Context: an optimization exercise on an open-source flow, tuned for small area. The choices shown serve that exercise and are no tape-out recipe.
Where RTL was checked, it was by simulation tests only, not by an equivalence proof against the original.
Power is estimated from default activity; no workload was simulated.

==> flow/design.v (excerpt) <==
module positional_array_insert_delete
#(
  parameter int CAPACITY = 32
) (
  input  logic                    clk_i,
  input  logic                    rst_ni,
  input  logic                    in_valid_i,
  output logic                    in_stall_o,
  input  logic [paid_pkg::MODE_W-1:0]       mode_i,
  input  logic [paid_pkg::POS_W-1:0]        position_i,
  input  logic signed [paid_pkg::VAL_W-1:0] value_i,
  output logic                    out_valid_o,
  input  logic                    out_stall_i,
  output logic [paid_pkg::ST_W-1:0]         status_o,
  output logic signed [paid_pkg::VAL_W-1:0] entry_value_o,
  output logic [paid_pkg::CNT_W-1:0]        entry_count_o,
  output logic                    last_o
);
export LEC_CHECK = 0
export CAP_MARGIN = 20
export CORE_MARGIN = 2
export CORE_UTILIZATION = 60
export CTS_BUF_LIST = sky130_fd_sc_hd__clkbuf_16
export CTS_CLUSTER_DIAMETER = 100
export CTS_CLUSTER_SIZE = 25
export PLACE_DENSITY = 0.85
export SLEW_MARGIN = 20
export SYNTH_HIERARCHICAL = 1
create_clock -name core_clock -period 5.0 [get_ports {clk_i}]
standard.sh (not shown) runs the stock make flow with config.mk's settings and CLKGATE_MAP_FILE= SYNTH_SCRIPT=/design/flow/synth_recipe.tcl, a recipe that flattens the netlist after the stock synthesis.
==> flow/flow/run.sh <==
#!/bin/bash
# The standard layout, with the port buffers made from the smallest
# buffer cell instead of a delay buffer.
export BUFFER_PORTS_ARGS="-buffer_cell sky130_fd_sc_hd__buf_1"
bash standard.sh > standard.log 2>&1
The starting point completed without violations.
Edit:
--- a/flow/config.mk
+++ b/flow/config.mk
@@ -8,9 +8,9 @@
 export CAP_MARGIN = 20
 export CORE_MARGIN = 2
-export CORE_UTILIZATION = 60
+export CORE_UTILIZATION = 68
 export CTS_BUF_LIST = sky130_fd_sc_hd__clkbuf_16
-export CTS_CLUSTER_DIAMETER = 100
-export CTS_CLUSTER_SIZE = 25
-export PLACE_DENSITY = 0.85
+export CTS_CLUSTER_DIAMETER = 110
+export CTS_CLUSTER_SIZE = 28
+export PLACE_DENSITY = 0.75
 export SLEW_MARGIN = 20
 export SYNTH_HIERARCHICAL = 1
Worst setup slack gets worse by 0.19 ns.
Total power climbs by 0.93%.
Wire length rose by 7.5%.
Global-route usage increases by 7.4 points.
Register-to-register slack is worse by 0.19 ns.
Cell count drops by 1.8%.
Final area stays flat.
Via count drops by 0.32%.
Non-clock buffer count rose by 7.
No run of this note included a check of the RTL's function; only the layout flow was run.

* * *

## run A
The RTL this note starts from:
==> flow/design.v <==
package paid_pkg;
  localparam int unsigned MODE_W = 2;
  localparam int unsigned POS_W  = 6;
  localparam int unsigned VAL_W  = 32;
  localparam int unsigned ST_W   = 2;
  localparam int unsigned CNT_W  = 6;
  localparam logic [MODE_W-1:0] MODE_INSERT = 2'd0;
  localparam logic [MODE_W-1:0] MODE_DELETE = 2'd1;
  localparam logic [MODE_W-1:0] MODE_READ   = 2'd2;
  localparam logic [ST_W-1:0] ST_DONE   = 2'd0;
  localparam logic [ST_W-1:0] ST_FULL   = 2'd1;
  localparam logic [ST_W-1:0] ST_EMPTY  = 2'd2;
  localparam logic [ST_W-1:0] ST_BADPOS = 2'd3;
endpackage
module paid_cell #(
  parameter bit HAS_LEFT  = 1'b1,
  parameter bit HAS_RIGHT = 1'b1
) (
  input  logic                        clk_i,
  input  logic                        hold_ni,
  input  logic                        left_ni,
  input  logic                        right_ni,
  input  logic                        bcast_ni,
  input  logic [paid_pkg::VAL_W-1:0]  left_n_i,
  input  logic [paid_pkg::VAL_W-1:0]  right_n_i,
  input  logic [paid_pkg::VAL_W-1:0]  bcast_n_i,
  output logic [paid_pkg::VAL_W-1:0]  entry_n_o
);
  logic [paid_pkg::VAL_W-1:0] entry_nq, from_left, from_right;
  if (HAS_LEFT) begin : g_left
    assign from_left = {paid_pkg::VAL_W{left_ni}} | left_n_i;
  end else begin : g_no_left
    assign from_left = '1;
  end
  if (HAS_RIGHT) begin : g_right
    assign from_right = {paid_pkg::VAL_W{right_ni}} | right_n_i;
  end else begin : g_no_right
    assign from_right = '1;
  end
  always_ff @(posedge clk_i) begin
    entry_nq <= ({paid_pkg::VAL_W{hold_ni}}  | entry_nq)
              & ({paid_pkg::VAL_W{bcast_ni}} | bcast_n_i)
              & from_left & from_right;
  end
  assign entry_n_o = entry_nq;
endmodule
module positional_array_insert_delete
#(
  parameter int CAPACITY = 32
) (
  input  logic                    clk_i,
  input  logic                    rst_ni,
  input  logic                    in_valid_i,
  output logic                    in_stall_o,
  input  logic [paid_pkg::MODE_W-1:0]       mode_i,
  input  logic [paid_pkg::POS_W-1:0]        position_i,
  input  logic signed [paid_pkg::VAL_W-1:0] value_i,
  output logic                    out_valid_o,
  input  logic                    out_stall_i,
  output logic [paid_pkg::ST_W-1:0]         status_o,
  output logic signed [paid_pkg::VAL_W-1:0] entry_value_o,
  output logic [paid_pkg::CNT_W-1:0]        entry_count_o,
  output logic                    last_o
);
  localparam int VW = paid_pkg::VAL_W;
  localparam int CW = paid_pkg::CNT_W;
  localparam int IW = $clog2(CAPACITY);
  localparam logic [CW-1:0] Cap = CW'(CAPACITY);
  logic          reading_q;
  logic [CW-1:0] count_q, count_d;
  logic [IW-1:0] rem_q;
  logic                    out_valid_q;
  logic [paid_pkg::ST_W-1:0] status_q, status_d;
  logic [VW-1:0]           value_q;
  logic out_free, in_acc, load, rd_last, rd_start;
  logic ins, del, rot;
  logic full, empty, ins_bad, del_bad;
  logic [CW-1:0] pos;
  logic [VW-1:0] bcast_n, head;
  logic [VW-1:0] entry_n [CAPACITY];
  logic [CAPACITY:0] ge;
  assign out_free   = !out_valid_q || !out_stall_i;
  assign in_stall_o = reading_q || !out_free;
  assign in_acc     = in_valid_i && !in_stall_o;
  assign rot        = reading_q && out_free;
  assign rd_last    = (rem_q == '0);
  assign full    = (count_q == Cap);
  assign empty   = (count_q == '0);
  assign ins_bad = (position_i > count_q);
  assign del_bad = (position_i >= count_q);
  assign ins      = in_acc && (mode_i == paid_pkg::MODE_INSERT) && !full && !ins_bad;
  assign del      = in_acc && (mode_i == paid_pkg::MODE_DELETE) && !empty && !del_bad;
  assign rd_start = in_acc && (mode_i == paid_pkg::MODE_READ) && !empty;
  assign load     = rot || (in_acc && ((mode_i == paid_pkg::MODE_INSERT) ||
                                       (mode_i == paid_pkg::MODE_DELETE) ||
                                       ((mode_i == paid_pkg::MODE_READ) && empty)));
  always_comb begin
    count_d = count_q;
    if (ins) count_d = count_q + CW'(1);
    if (del) count_d = count_q - CW'(1);
  end
  always_comb begin
    status_d = paid_pkg::ST_DONE;
    if (rot) begin
      status_d = paid_pkg::ST_DONE;
    end else if (mode_i == paid_pkg::MODE_INSERT) begin
      if (full)         status_d = paid_pkg::ST_FULL;
      else if (ins_bad) status_d = paid_pkg::ST_BADPOS;
    end else if (mode_i == paid_pkg::MODE_DELETE) begin
      if (empty)        status_d = paid_pkg::ST_EMPTY;
      else if (del_bad) status_d = paid_pkg::ST_BADPOS;
    end else begin
      status_d = paid_pkg::ST_EMPTY;
    end
  end
  always_ff @(posedge clk_i or negedge rst_ni) begin
    if (!rst_ni) begin
      reading_q   <= 1'b0;
      count_q     <= '0;
      out_valid_q <= 1'b0;
    end else begin
      if (rd_start) begin
        reading_q <= 1'b1;
      end else if (rot && rd_last) begin
        reading_q <= 1'b0;
      end
      count_q     <= count_d;
      out_valid_q <= load || (out_valid_q && out_stall_i);
    end
  end
  assign head = ~entry_n[0];
  always_ff @(posedge clk_i) begin
    if (rd_start) begin
      rem_q <= IW'(count_q - CW'(1));
    end else if (rot) begin
      rem_q <= rem_q - IW'(1);
    end
    if (load) begin
      status_q <= status_d;
    end
    value_q <= ({VW{rot}} & head) | ({VW{!load}} & value_q);
  end
  assign bcast_n = reading_q ? entry_n[0] : ~value_i;
  assign pos     = reading_q ? (count_q - CW'(1)) : position_i;
  assign ge[CAPACITY] = 1'b1;
  for (genvar i = 0; i < CAPACITY; i++) begin : g_ge
    assign ge[i] = (CW'(i) >= pos);
  end
  for (genvar i = 0; i < CAPACITY; i++) begin : g_cell
    logic s_left, s_right, s_bcast, s_hold;
    logic [VW-1:0] left_n, right_n;
    if (i == 0) begin : g_first
      assign left_n  = entry_n[i];
      assign s_left  = 1'b0;
      assign s_bcast = (ins || rot) && ge[0];
    end else begin : g_mid_l
      assign left_n  = entry_n[i-1];
      assign s_left  = ins && ge[i-1];
      assign s_bcast = (ins || rot) && ge[i] && !ge[i-1];
    end
    if (i == CAPACITY - 1) begin : g_last
      assign right_n = entry_n[i];
      assign s_right = 1'b0;
    end else begin : g_mid_r
      assign right_n = entry_n[i+1];
      assign s_right = (del && ge[i]) || (rot && !ge[i]);
    end
    assign s_hold = !(s_left || s_right || s_bcast);
    paid_cell #(
      .HAS_LEFT (i != 0),
      .HAS_RIGHT(i != CAPACITY - 1)
    ) u_cell (
      .clk_i    (clk_i),
      .hold_ni  (!s_hold),
      .left_ni  (!s_left),
      .right_ni (!s_right),
      .bcast_ni (!s_bcast),
      .left_n_i (left_n),
      .right_n_i(right_n),
      .bcast_n_i(bcast_n),
      .entry_n_o(entry_n[i])
    );
  end
  assign out_valid_o   = out_valid_q;
  assign status_o      = status_q;
  assign entry_value_o = value_q;
  assign entry_count_o = count_q;
  assign last_o        = !reading_q;
endmodule
Settings: LEC_CHECK=0, CAP_MARGIN=20, CORE_MARGIN=2, CORE_UTILIZATION=68, CTS_BUF_LIST=sky130_fd_sc_hd__clkbuf_16, CTS_CLUSTER_DIAMETER=110, CTS_CLUSTER_SIZE=28, PLACE_DENSITY=0.75, SLEW_MARGIN=20, SYNTH_HIERARCHICAL=1; clock period 5.0 ns.
Scripts as last shown in full above: flow/flow/run.sh
Input-level comparison between run B and run A:
Settings: a deleted PLACE_DENSITY that had been 0.75; a change of CTS_CLUSTER_DIAMETER from 110 to 100; a change of CORE_UTILIZATION from 68 to 60; a change of CTS_CLUSTER_SIZE from 28 to 25.
==> flow/run.sh (new file) <==
#!/bin/bash
# synth_recipe.tcl (not shown) runs the flow's synth.tcl, then flattens the netlist and writes it again
# the make line also repeats each setting of config.mk as NAME=value (left out here)
make -C /OpenROAD-flow-scripts/flow DESIGN_CONFIG=/design/flow/config.mk WORK_HOME=/design/flow/orfs CLKGATE_MAP_FILE= SYNTH_SCRIPT=/design/flow/synth_recipe.tcl finish
removed: flow/flow/run.sh
removed: flow/standard.sh
==> run notes <==
Run B reached the end of the flow, and the finished layout is clean on the timing, DRC and antenna checks. Per the comparison of run B with run A, fraction of area in clock buffers and inverters increased by 0.24 points relative to the old numbers, clock buffer instance count of the final layout up about 11%, total die area now larger, register share of total power has decreased, critical path depth has remained practically unchanged.

[static timing again, ports no longer ideal]
The results above use ideal ports. As a check the final layouts listed here were re-extracted and re-timed, cells and wires unchanged.
Step 1 sets driving cells, clkbuf_16 on the clock port and buf_2 on the other inputs (assumed; they add their load-dependent delay and slew).
Step 2 also shifts input and output timing later by t, the mid clock arrival at the registers, as if the neighbouring blocks saw the same clock.
a / b / c = no drivers / after step 1 / after step 2; a / b = the first two.
| run | t (ns) | setup WS [ns] | cell pins on the clock port's net |
|---|---|---|---|
| the first run of note 1 | 0.691 | 0.874 / 0.874 / 0.719 | 1 |
| the second run of note 1 | 0.713 | 0.680 / 0.680 / 0.680 | 1 |
| run A | 0.697 | 0.713 / 0.713 / 0.682 | 1 |
| run B | 0.703 | 0.645 / 0.645 / 0.321 | 1 |
After both steps every run listed still meets setup and hold. The setup slack of run B, which loses most, moves by 0.000 ns with the drivers and by -0.324 ns with both steps.
